From an optimization exercise on the open Yosys and OpenROAD flow, aimed at small area, a short achievable clock period and few clock cycles per item; shortcuts taken in it are not production practice. Where RTL was checked, it was by simulation tests only, not by an equivalence proof against the original.

// square_root_unit
module square_root_unit
#(
    parameter int FRAC_BITS = 16
) (
    input  logic                                  aclk,
    input  logic                                  aresetn,
    input  logic                                  s_valid,
    output logic                                  s_ready,
    input  logic signed [sru_pkg::RADICAND_W-1:0] s_radicand,
    output logic                                  m_valid,
    input  logic                                  m_ready,
    output logic        [sru_pkg::ROOT_W-1:0]     m_root,
    output logic                                  m_invalid
);
Size: ~3,300 cells after synthesis, ~63 I/O pins.
make LEC_CHECK=0 ABC_AREA=1 CAP_MARGIN=20 CORE_MARGIN=2 CORE_UTILIZATION=65 CTS_BUF_LIST=sky130_fd_sc_hd__clkbuf_16 CTS_CLUSTER_DIAMETER=60 CTS_CLUSTER_SIZE=30 PLACE_DENSITY=0.75 SLEW_MARGIN=20 finish   # period 4.5 ns
run.sh (not shown) runs the stock make flow with config.mk's settings and CLKGATE_MAP_FILE= SYNTH_SCRIPT=/design/flow/synth_recipe.tcl, a recipe that flattens the netlist after the stock synthesis.
The first run went through all stages and came out clean.
Testbench counts at the start, summed over its fixed seeds: cycles 32,088, items 32,000.
Next try:
CTS_CLUSTER_DIAMETER = 80   (was 60)
CTS_CLUSTER_SIZE = 32   (was 30)
Cell area went down by 0.84%. Synthesized area stays the same. Worst setup slack improved by 0.022 ns. Via count barely changes. Die area is unchanged. Hold slack gets better by 0.0049 ns. Clock-buffer cell count fell by 7. Core utilization came out lower by 0.62 points. Register-to-register slack improves by 0.02 ns.
Next try:
==> flow/flow/run.sh (new file) <==
#!/bin/bash
set -euo pipefail
bash standard.sh ADDER_MAP_FILE= finish > flow_make.log 2>&1
==> flow/standard.sh (new file) <==
#!/bin/bash
# synth_recipe.tcl (not shown) runs the flow's synth.tcl, then flattens the netlist and writes it again
# the make line also repeats each setting of config.mk as NAME=value (left out here)
make -C /OpenROAD-flow-scripts/flow DESIGN_CONFIG=/design/flow/config.mk WORK_HOME=/design/flow/orfs CLKGATE_MAP_FILE= SYNTH_SCRIPT=/design/flow/synth_recipe.tcl "${@:-finish}"
CORE_UTILIZATION = 50   (was 65)
PLACE_DENSITY = unset   (was 0.75)
SETUP_SLACK_MARGIN = 1.2   (was unset)
removed: flow/run.sh
Effect:
- synthesized area goes up by 12%
- global-route usage goes down by 3.8 points
- final cell count goes up by 52%
- via count goes up by 34%
- first-iteration DRC count goes up by 14%
- final area goes up by 30%
Next try:
SETUP_SLACK_MARGIN = unset   (was 1.2)
The changed run ran to the end with no violations.
Count of clock-buffer cells in the layout is unchanged.
Die area stays the same.

---

== xenon ==
Another version of the RTL of square_root_unit (not shown whole).
Size: ~390 flip-flops, ~28000 sq um of cells after synthesis.
make LEC_CHECK=0 ABC_AREA=1 CAP_MARGIN=20 CORE_MARGIN=2 CORE_UTILIZATION=50 CTS_BUF_LIST=sky130_fd_sc_hd__clkbuf_16 CTS_CLUSTER_DIAMETER=60 CTS_CLUSTER_SIZE=30 SLEW_MARGIN=20 finish   # period 4.5 ns
Stock flow here: none of the scripts above is used.
Modified inputs, nickel compared to xenon
- swapping 60 for 80 in CTS_CLUSTER_DIAMETER
- swapping 30 for 32 in CTS_CLUSTER_SIZE
Results
nickel ends up with a global routing met3 resource utilization that is 0.64 points lower than in xenon. Where final non-filler cell area is concerned, xenon is outperformed by nickel. Compared with xenon, nickel shows count of clock-net buffers in the final layout lower by 31%. nickel finished end to end and its layout was clean on timing, DRC and antenna.
No run of this note included a check of the RTL's function; only the layout flow was run.

---

Another version of the RTL of square_root_unit (not shown whole).
Size: about 350 flip-flops, roughly 63 I/O pins, roughly 28000 um^2 of cells after synthesis.
clock: 4.5 ns
lec_check: 0
abc_area: 1
cap_margin: 20
core_margin: 2
core_utilization: 50
cts_buf_list: sky130_fd_sc_hd__clkbuf_16
cts_cluster_diameter: 80
cts_cluster_size: 32
slew_margin: 20
standard.sh (not shown) runs the stock make flow with config.mk's settings and CLKGATE_MAP_FILE= SYNTH_SCRIPT=/design/flow/synth_recipe.tcl, a recipe that flattens the netlist after the stock synthesis.
==> flow/flow/run.sh <==
#!/bin/bash
set -euo pipefail
bash standard.sh ADDER_MAP_FILE= finish > flow_make.log 2>&1
The baseline went through all stages and came out clean.
Testbench counts at the start, summed over its fixed seeds: cycles 32,080, items 32,000.
Next try:
- SETUP_SLACK_MARGIN: unset -> 0.5
Result: The new run passed the timing, DRC and antenna checks; cell count rose by 2.8%; worst setup slack gets better by 200 ps; utilization rises by 4.1 points.

---

## onyx
square_root_unit with an RTL version that a note above also has.
Size: ~63 I/O pins, about 31000 um^2 of cells after synthesis.
==> flow/design.v (excerpt) <==
module square_root_unit
#(
    parameter int FRAC_BITS = 16
) (
    input  logic                                  aclk,
    input  logic                                  aresetn,
    input  logic                                  s_valid,
    output logic                                  s_ready,
    input  logic signed [sru_pkg::RADICAND_W-1:0] s_radicand,
    output logic                                  m_valid,
    input  logic                                  m_ready,
    output logic        [sru_pkg::ROOT_W-1:0]     m_root,
    output logic                                  m_invalid
);
export LEC_CHECK = 0
export ABC_AREA = 1
export CAP_MARGIN = 20
export CORE_MARGIN = 2
export CORE_UTILIZATION = 60
export CTS_BUF_LIST = sky130_fd_sc_hd__clkbuf_16
export CTS_CLUSTER_DIAMETER = 80
export CTS_CLUSTER_SIZE = 32
export SETUP_SLACK_MARGIN = 0.8
export SLEW_MARGIN = 20
create_clock -name core_clock -period 4.5 [get_ports {aclk}]
Scripts as last shown in full above: flow/flow/run.sh
Per the final summary, onyx finished and its layout is clean on timing, DRC and antenna.
Testbench counts of onyx, summed over its fixed seeds: cycles 32,088, items 32,000.
--- input diff onyx..juniper ---
# onyx
export LEC_CHECK = 0
export ABC_AREA = 1
export CAP_MARGIN = 20
export CORE_MARGIN = 2
export CORE_UTILIZATION = 60
export CTS_BUF_LIST = sky130_fd_sc_hd__clkbuf_16
export CTS_CLUSTER_DIAMETER = 80
export CTS_CLUSTER_SIZE = 32
export SETUP_SLACK_MARGIN = 0.8
export SLEW_MARGIN = 20
create_clock -name core_clock -period 4.5 [get_ports {aclk}]
# juniper
export LEC_CHECK = 0
export ABC_AREA = 1
export CAP_MARGIN = 20
export CORE_MARGIN = 2
export CORE_UTILIZATION = 50
export CTS_BUF_LIST = sky130_fd_sc_hd__clkbuf_16
export CTS_CLUSTER_DIAMETER = 80
export CTS_CLUSTER_SIZE = 32
export SETUP_SLACK_MARGIN = 0.6
export SLEW_MARGIN = 20
create_clock -name core_clock -period 4.5 [get_ports {aclk}]
==> results.txt <==
The standard cell core area in juniper is 1.2 times that in onyx.
Total number of tap cells went up by more than 10% going from onyx to juniper.
Re footprint of the multi-input gates: onyx was higher than juniper.
Measured against each other, onyx and juniper differ in peak per-stage delay on the critical path, the lower figure coming from juniper.
Clock skew was higher in the run labelled juniper.
Taking onyx as the reference, in juniper cell depth of the worst setup path +9.5%; number of instances in the synthesized netlist comparable; post-layout instance area roughly the same.
Going from onyx to juniper, worst hold slack lower.
The inputs of violet differ from those of juniper as listed below.
# juniper
export LEC_CHECK = 0
export ABC_AREA = 1
export CAP_MARGIN = 20
export CORE_MARGIN = 2
export CORE_UTILIZATION = 50
export CTS_BUF_LIST = sky130_fd_sc_hd__clkbuf_16
export CTS_CLUSTER_DIAMETER = 80
export CTS_CLUSTER_SIZE = 32
export SETUP_SLACK_MARGIN = 0.6
export SLEW_MARGIN = 20
create_clock -name core_clock -period 4.5 [get_ports {aclk}]
# violet
export LEC_CHECK = 0
export ABC_AREA = 1
export CAP_MARGIN = 20
export CORE_MARGIN = 2
export CORE_UTILIZATION = 50
export CTS_BUF_LIST = sky130_fd_sc_hd__clkbuf_16
export CTS_CLUSTER_DIAMETER = 80
export CTS_CLUSTER_SIZE = 32
export SLEW_MARGIN = 20
create_clock -name core_clock -period 4.5 [get_ports {aclk}]
==> flow/run.sh (new file) <==
#!/bin/bash
# synth_recipe.tcl (not shown) runs the flow's synth.tcl, then flattens the netlist and writes it again
# the make line also repeats each setting of config.mk as NAME=value (left out here)
make -C /OpenROAD-flow-scripts/flow DESIGN_CONFIG=/design/flow/config.mk WORK_HOME=/design/flow/orfs CLKGATE_MAP_FILE= SYNTH_SCRIPT=/design/flow/synth_recipe.tcl finish
removed: flow/flow/run.sh
removed: flow/standard.sh
Result: PASS for each of violet and juniper. violet vs. juniper: portion of the clock cycle consumed by the worst path in the final layout rose by 12 points; adder and majority cell fraction of the synthesized area rose by 13 points. Final critical delay including setup and external delays (higher): violet. juniper was larger in final cell area than violet. Number of standard cells in the layout, taps in and fillers out of violet falls short of that of juniper by more than a quarter. The timing endpoint of the critical path comes out R8[3] in one run and R6[10] in the other, namely in juniper and violet respectively. Looking at violet and juniper, the clock network area share is a wash.
Input-level comparison between willow and violet:
# violet
export LEC_CHECK = 0
export ABC_AREA = 1
export CAP_MARGIN = 20
export CORE_MARGIN = 2
export CORE_UTILIZATION = 50
export CTS_BUF_LIST = sky130_fd_sc_hd__clkbuf_16
export CTS_CLUSTER_DIAMETER = 80
export CTS_CLUSTER_SIZE = 32
export SLEW_MARGIN = 20
create_clock -name core_clock -period 4.5 [get_ports {aclk}]
# willow
export LEC_CHECK = 0
export ABC_AREA = 1
export CAP_MARGIN = 20
export CORE_MARGIN = 2
export CORE_UTILIZATION = 50
export CTS_BUF_LIST = sky130_fd_sc_hd__clkbuf_16
export CTS_CLUSTER_DIAMETER = 80
export CTS_CLUSTER_SIZE = 32
export SETUP_SLACK_MARGIN = 0.8
export SLEW_MARGIN = 20
create_clock -name core_clock -period 4.5 [get_ports {aclk}]
==> flow/flow/run.sh (new file) <==
#!/bin/bash
set -euo pipefail
bash standard.sh ADDER_MAP_FILE= finish > flow_make.log 2>&1
==> flow/standard.sh (new file) <==
#!/bin/bash
# synth_recipe.tcl (not shown) runs the flow's synth.tcl, then flattens the netlist and writes it again
# the make line also repeats each setting of config.mk as NAME=value (left out here)
make -C /OpenROAD-flow-scripts/flow DESIGN_CONFIG=/design/flow/config.mk WORK_HOME=/design/flow/orfs CLKGATE_MAP_FILE= SYNTH_SCRIPT=/design/flow/synth_recipe.tcl "${@:-finish}"
removed: flow/run.sh
## What came out
Comparing willow against violet, there is no change at all in number of synthesized flops with an enable pin. Sort willow and violet by total wirelength of the detailed-routed design, ascending, and violet comes first. Having completed the whole flow, willow delivered a layout that passed the timing, DRC and antenna checks. Against violet, willow reports a number of stages on the worst setup path that is lower. [compare] base=violet new=willow: number of clock buffers inserted by TritonCTS rose by 9.7%; global-route met2 utilization saw an increase; area occupied by multi-input gates increased 12%. Of willow and violet, the run reporting the lower non-clock buffer count was violet. Changes observed in willow relative to violet: minimum clock period has decreased; total standard cell area after synthesis moved up.
#### Input delta (sierra over willow)
# willow
export LEC_CHECK = 0
export ABC_AREA = 1
export CAP_MARGIN = 20
export CORE_MARGIN = 2
export CORE_UTILIZATION = 50
export CTS_BUF_LIST = sky130_fd_sc_hd__clkbuf_16
export CTS_CLUSTER_DIAMETER = 80
export CTS_CLUSTER_SIZE = 32
export SETUP_SLACK_MARGIN = 0.8
export SLEW_MARGIN = 20
create_clock -name core_clock -period 4.5 [get_ports {aclk}]
# sierra
export LEC_CHECK = 0
export ABC_AREA = 1
export CAP_MARGIN = 20
export CORE_MARGIN = 2
export CORE_UTILIZATION = 50
export CTS_BUF_LIST = sky130_fd_sc_hd__clkbuf_16
export CTS_CLUSTER_DIAMETER = 80
export CTS_CLUSTER_SIZE = 32
export SETUP_SLACK_MARGIN = 0.9
export SLEW_MARGIN = 20
create_clock -name core_clock -period 4.5 [get_ports {aclk}]
--- outcome ---
Taking willow as the reference, in sierra final non-filler cell area now sits higher, utilization after layout grew by 0.85 points, post-route met1 wirelength lost 0.99%, via count +256.
Input-level comparison between fjord and sierra:
# sierra
export LEC_CHECK = 0
export ABC_AREA = 1
export CAP_MARGIN = 20
export CORE_MARGIN = 2
export CORE_UTILIZATION = 50
export CTS_BUF_LIST = sky130_fd_sc_hd__clkbuf_16
export CTS_CLUSTER_DIAMETER = 80
export CTS_CLUSTER_SIZE = 32
export SETUP_SLACK_MARGIN = 0.9
export SLEW_MARGIN = 20
create_clock -name core_clock -period 4.5 [get_ports {aclk}]
# fjord
export LEC_CHECK = 0
export ABC_AREA = 1
export CAP_MARGIN = 20
export CORE_MARGIN = 2
export CORE_UTILIZATION = 50
export CTS_BUF_LIST = sky130_fd_sc_hd__clkbuf_16
export CTS_CLUSTER_DIAMETER = 60
export CTS_CLUSTER_SIZE = 30
export SLEW_MARGIN = 20
create_clock -name core_clock -period 4.5 [get_ports {aclk}]
==> flow/run.sh (new file) <==
#!/bin/bash
# synth_recipe.tcl (not shown) runs the flow's synth.tcl, then flattens the netlist and writes it again
# the make line also repeats each setting of config.mk as NAME=value (left out here)
make -C /OpenROAD-flow-scripts/flow DESIGN_CONFIG=/design/flow/config.mk WORK_HOME=/design/flow/orfs CLKGATE_MAP_FILE= SYNTH_SCRIPT=/design/flow/synth_recipe.tcl finish
removed: flow/flow/run.sh
removed: flow/standard.sh
### Flow results
From sierra to fjord the numbers moved as follows: measured slew at the worst slew-check pin held; placed instance count went down by 1481; effective utilization at floorplan was more or less identical; shortest period the worst path allows moved up; die area saw a decrease.
fjord ended up with Q7[16] as its worst setup path startpoint; sierra ended up with m_ready.
From sierra to fjord, number of sequential storage elements did not move at all.
Compared to sierra, fjord has overall global routing resource usage 1.8 points lower.
Looking at number of resized instances in the post-cts repair step, fjord sits 22 lower than sierra does.

-- separate check: timing with driven ports --
No port has a modelled driver above. Below, the same layouts with a new extraction and two added sets of constraints.
Step 1, drivers: a clkbuf_16 drives aclk and a buf_2 each remaining input, both assumed.
Step 2, shift: input delay + t, output delay - t, t = (earliest + latest rising clock arrival at the registers) / 2. This alone moves slack from input paths to output paths.
Three values: ideal ports, drivers, drivers and shift; two values: the first two.
run | t, ns | setup slack, ns | clock arrival spread, ns | worst slew at a driven data input, ns
the first run of note 1 | 0.618 | 0.216 / 0.216 / 0.216 | 0.036 / 0.036 | 0.05
the second run of note 1 | 0.639 | 0.238 / 0.238 / 0.238 | 0.036 / 0.036 | 0.05
the third run of note 1 | 0.681 | 1.169 / 1.169 / 1.169 | 0.037 / 0.037 | 0.04
the fourth run of note 1 | 0.695 | 0.549 / 0.549 / 0.549 | 0.053 / 0.053 | 0.05
xenon | 0.632 | 0.185 / 0.185 / 0.185 | 0.045 / 0.046 | 0.04
nickel | 0.678 | 0.155 / 0.155 / 0.155 | 0.024 / 0.025 | 0.04
the first run of note 3 | 0.653 | 0.322 / 0.322 / 0.322 | 0.047 / 0.047 | 0.04
the second run of note 3 | 0.655 | 0.522 / 0.522 / 0.522 | 0.049 / 0.049 | 0.04
onyx | 0.663 | 0.958 / 0.958 / 0.958 | 0.039 / 0.039 | 0.05
juniper | 0.637 | 0.828 / 0.828 / 0.828 | 0.043 / 0.042 | 0.05
violet | 0.676 | 0.284 / 0.284 / 0.284 | 0.043 / 0.043 | 0.04
willow | 0.639 | 0.995 / 0.971 / 0.971 | 0.042 / 0.041 | 0.05
sierra | 0.681 | 1.034 / 1.011 / 1.011 | 0.036 / 0.037 | 0.05
fjord | 0.637 | 0.240 / 0.240 / 0.240 | 0.038 / 0.037 | 0.04
After both steps setup and hold are still met in every run listed. For willow, which loses most, drivers alone change the setup slack by -0.024 ns; drivers and shift together by -0.024 ns.
